Context: an optimization exercise on an open-source flow, tuned for small area and a short achievable clock period. The choices shown serve that exercise and are no tape-out recipe.
At most, simulation tests tie the RTL to the original design; equivalence was not proved.
Power and IR drop assume default switching activity.

## fir_filter
module fir_filter
(
	input  logic        clk,
	input  logic        arst_n,  
	input  logic [15:0] x,       
	output logic [15:0] y        
);
Size: roughly 340 flip-flops, about 34 I/O pins.
export LEC_CHECK = 0
export CAP_MARGIN = 20
export CORE_MARGIN = 2
export CORE_UTILIZATION = 40
export CTS_CLUSTER_DIAMETER = 100
export CTS_CLUSTER_SIZE = 20
export PLACE_DENSITY = 0.6
export SLEW_MARGIN = 20
export SYNTH_HIERARCHICAL = 1
export SYNTH_MINIMUM_KEEP_SIZE = 0
create_clock -name core_clock -period 12.0 [get_ports {clk}]
standard.sh (not shown) runs the stock make flow with config.mk's settings and CLKGATE_MAP_FILE= SYNTH_SCRIPT=/design/flow/synth_recipe.tcl, a recipe that flattens the netlist after the stock synthesis.
==> flow/flow/run.sh <==
#!/bin/bash
# Layout flow: the standard flow (standard.sh), with faster port buffers.
# The flow's port buffering picks a slow delay-cell buffer for every port; here
# buffer_ports is told to use a plain buffer instead. Everything else is standard.
set -e
cp standard.sh standard_sh_copy.log
export BUFFER_PORTS_ARGS="-buffer_cell sky130_fd_sc_hd__buf_2"
bash standard.sh > standard_run.log 2>&1
The starting point passed the timing, design-rule and antenna checks.
Rerun with:
Settings changed: CTS_CLUSTER_DIAMETER 100 to 110, CTS_CLUSTER_SIZE 20 to 24.
Total power went down by 0.69%.
Non-clock buffer count is unchanged.
Critical path depth fell by 1.
Wire length stays flat.
Via count went down by 0.59%.
Setup slack is worse by 0.020 ns.
Final cell count stays flat.
Final area barely changes.
Fmax is lower by 0.51%.
Rerun with:
Settings changed: CTS_CLUSTER_DIAMETER 110 to not set, CTS_CLUSTER_SIZE 24 to not set.
What happened:
- The changed run finished with timing, DRC and antenna clean
- sequential share of layout area goes down by 1.1 points
- register-to-register slack gets better by 0.02 ns
- final cell count grows by 1.7%


Setup of run 1:
Another version of the RTL of fir_filter (not shown whole).
For scale: roughly 1500 cells after synthesis, about 340 flip-flops, about 34 I/O pins, roughly 0.023 mm2 of cells after synthesis.
Design fir_filter, start of the top module:
module fir_filter
(
	input  logic        clk,
	input  logic        arst_n,  
	input  logic [15:0] x,       
	output logic [15:0] y        
);
clock: 12.0 ns
lec_check: 0
cap_margin: 20
core_margin: 2
core_utilization: 40
cts_buf_list: sky130_fd_sc_hd__clkbuf_4 sky130_fd_sc_hd__clkbuf_8
place_density: 0.6
slew_margin: 20
synth_hierarchical: 1
synth_minimum_keep_size: 0
Scripts as last shown in full above: flow/flow/run.sh
Run 1 reached the end of the flow, and the finished layout is clean on the timing, design-rule and antenna checks.
What run 2 does differently from run 1 at the input level:
# run 1
export LEC_CHECK = 0
export CAP_MARGIN = 20
export CORE_MARGIN = 2
export CORE_UTILIZATION = 40
export CTS_BUF_LIST = sky130_fd_sc_hd__clkbuf_4 sky130_fd_sc_hd__clkbuf_8
export PLACE_DENSITY = 0.6
export SLEW_MARGIN = 20
export SYNTH_HIERARCHICAL = 1
export SYNTH_MINIMUM_KEEP_SIZE = 0
create_clock -name core_clock -period 12.0 [get_ports {clk}]
# run 2
export LEC_CHECK = 0
export CAP_MARGIN = 50
export CORE_MARGIN = 2
export CORE_UTILIZATION = 40
export PLACE_DENSITY = 0.6
export SLEW_MARGIN = 80
export SYNTH_HIERARCHICAL = 1
export SYNTH_MINIMUM_KEEP_SIZE = 0
create_clock -name core_clock -period 12.0 [get_ports {clk}]
## What came out
Run 2 finished end to end and its layout was clean on timing, DRC and antenna.
Sort run 1 and run 2 by aggregate routed wire length, ascending, and run 1 comes first.
Looking only at clock power share, and setting everything else aside, the lower value of run 1 and run 2 goes to run 1.
Between run 2 and run 1, it is run 2 whose maximum clock skew at final layout is lower, by 0.036 ns.
In the final reports, the cell area of run 2 is larger than that of run 1.
Per the comparison of run 2 with run 1, total buffers and inverters traversed by the critical path grew by 3; worst stage delay on the critical path shrank by 0.18 ns.
Number of nets in the finished design (run 2 vs. run 1) increases slightly
No run of this note included a check of the RTL's function; only the layout flow was run.


fir_filter, a different RTL version from the one above (not shown whole).
Size: roughly 1,700 cells after synthesis, roughly 34 I/O pins, roughly 24,000 um^2 of cells after synthesis.
clock: 12.0 ns
lec_check: 0
cap_margin: 20
core_margin: 2
core_utilization: 40
place_density: 0.6
slew_margin: 20
synth_hierarchical: 1
synth_minimum_keep_size: 0
Scripts as last shown in full above: flow/flow/run.sh
Change:
- CTS_CLUSTER_DIAMETER: unset -> 100
- CTS_CLUSTER_SIZE: unset -> 22
The new run completed with no timing, DRC or antenna violations.
Via count goes down by 1.8%.
Power goes down by 6.7%.
Global-route usage goes down by 0.38 points.
Clock skew goes down by 0.0050 ns.
Worst setup slack gets better by 0.012 ns.
Change:
- CORE_UTILIZATION: 40 -> 60
- CTS_CLUSTER_DIAMETER: 100 -> unset
- CTS_CLUSTER_SIZE: 22 -> unset
- PLACE_DENSITY: 0.6 -> 0.75
The changed run finished clean; clock skew came out lower by 0.0095 ns; total power came out higher by about 7%; via count came out higher by 3.9%.


maple:
RTL: one of the versions met above, not the one the previous note started from.
For scale: ~1600 cells after synthesis, ~34 I/O pins, roughly 24000 µm² of cells after synthesis.
clock: 12.0 ns
lec_check: 0
cap_margin: 20
core_margin: 2
core_utilization: 60
cts_cluster_diameter: 100
cts_cluster_size: 26
place_density: 0.75
slew_margin: 20
synth_hierarchical: 1
synth_minimum_keep_size: 0
Scripts as last shown in full above: flow/flow/run.sh
Modified inputs, yarrow compared to maple
diff --git a/flow/config.mk b/flow/config.mk
--- a/flow/config.mk
+++ b/flow/config.mk
@@ -10 +10 @@
-export CORE_UTILIZATION = 60
+export CORE_UTILIZATION = 40
@@ -12,2 +12,2 @@
-export CTS_CLUSTER_SIZE = 26
-export PLACE_DENSITY = 0.75
+export CTS_CLUSTER_SIZE = 22
+export PLACE_DENSITY = 0.6
Results
Global-route usage: yarrow < maple. Going from maple to yarrow, maximum number of pins on one net before global-route repair grows by 12. Row path depth of the worst reg2reg path: yarrow lower / maple higher. Against maple, yarrow reports a DRC violation total after the first TritonRoute iteration that is lower. yarrow vs maple: count of clock-buffer cells in the layout up. Relative to maple, the maximum frequency measured on yarrow has increased by a few percent. Higher area of the die goes to yarrow over maple. met2 track utilization from global routing ended up 11 points lower on yarrow than on maple. Lower number of buffers added by the clock tree synthesis step goes to maple over yarrow. Reported for yarrow and maple, cts-stage hold buffer count turned out identical to the last digit. For core area, dividing the value from maple by the value from yarrow gives 0.67. Of the two values seen for startpoint of the most critical setup path, arst_n was produced by maple and r3r[12]$_DFF_PN0_ by yarrow.
### yarrow -> onyx
diff --git a/flow/config.mk b/flow/config.mk
--- a/flow/config.mk
+++ b/flow/config.mk
@@ -10,0 +11 @@
+export CTS_BUF_LIST = sky130_fd_sc_hd__clkbuf_8 sky130_fd_sc_hd__clkbuf_16
@@ -12 +13 @@
-export CTS_CLUSTER_SIZE = 22
+export CTS_CLUSTER_SIZE = 20
Comparing onyx with yarrow, the worst hold slack came out essentially unchanged.
On worst setup slack, yarrow beats onyx.
Met2 capacity usage during global routing: yarrow vs onyx — no meaningful difference
Looking at fraction of the cycle the final worst path needs, onyx sits above yarrow.
On wire length, onyx and yarrow are neck and neck.
The global-route usage was comparable across onyx and yarrow.
On onyx: number of cells on the critical path is 1 higher than what yarrow gave.

-- separate check: timing with driven ports --
The results above use ideal ports. As a check the final layouts listed here were re-extracted and re-timed, cells and wires unchanged. Step 1: set_driving_cell puts a clkbuf_16 on clk and a buf_2 on each other input, an assumption about the parent block. Step 2, shift: input delay + t, output delay - t, t = (earliest + latest rising clock arrival at the registers) / 2. This alone moves slack from input paths to output paths. a / b / c = no drivers / after step 1 / after step 2; a / b = the first two.
run | t, ns | setup WS [ns] | worst setup path after step 2 | cell pins on the clock port's net
the first run of note 1 | 0.603 | 7.996 / 7.996 / 7.566 | input to register | 1
the second run of note 1 | 0.603 | 7.976 / 7.976 / 7.560 | input to register | 1
the third run of note 1 | 0.605 | 7.991 / 7.991 / 7.571 | input to register | 1
run 1 | 0.694 | 7.436 / 7.436 / 7.436 | register to register | 1
run 2 | 0.606 | 7.389 / 7.389 / 7.389 | register to register | 1
the first run of note 3 | 0.623 | 8.019 / 8.019 / 7.484 | input, reset recovery | 1
the second run of note 3 | 0.619 | 8.031 / 8.031 / 7.480 | input, reset recovery | 1
the third run of note 3 | 0.595 | 8.024 / 8.024 / 7.577 | input to register | 1
maple | 0.581 | 7.837 / 7.838 / 7.258 | input, reset recovery | 1
yarrow | 0.593 | 8.019 / 8.019 / 7.566 | input to register | 1
onyx | 0.603 | 7.998 / 7.998 / 7.563 | input to register | 1
After both steps setup and hold are still met in every run listed. For maple, which loses most, drivers alone change the setup slack by +0.001 ns; drivers and shift together by -0.579 ns. Setup slack includes reset recovery checks.
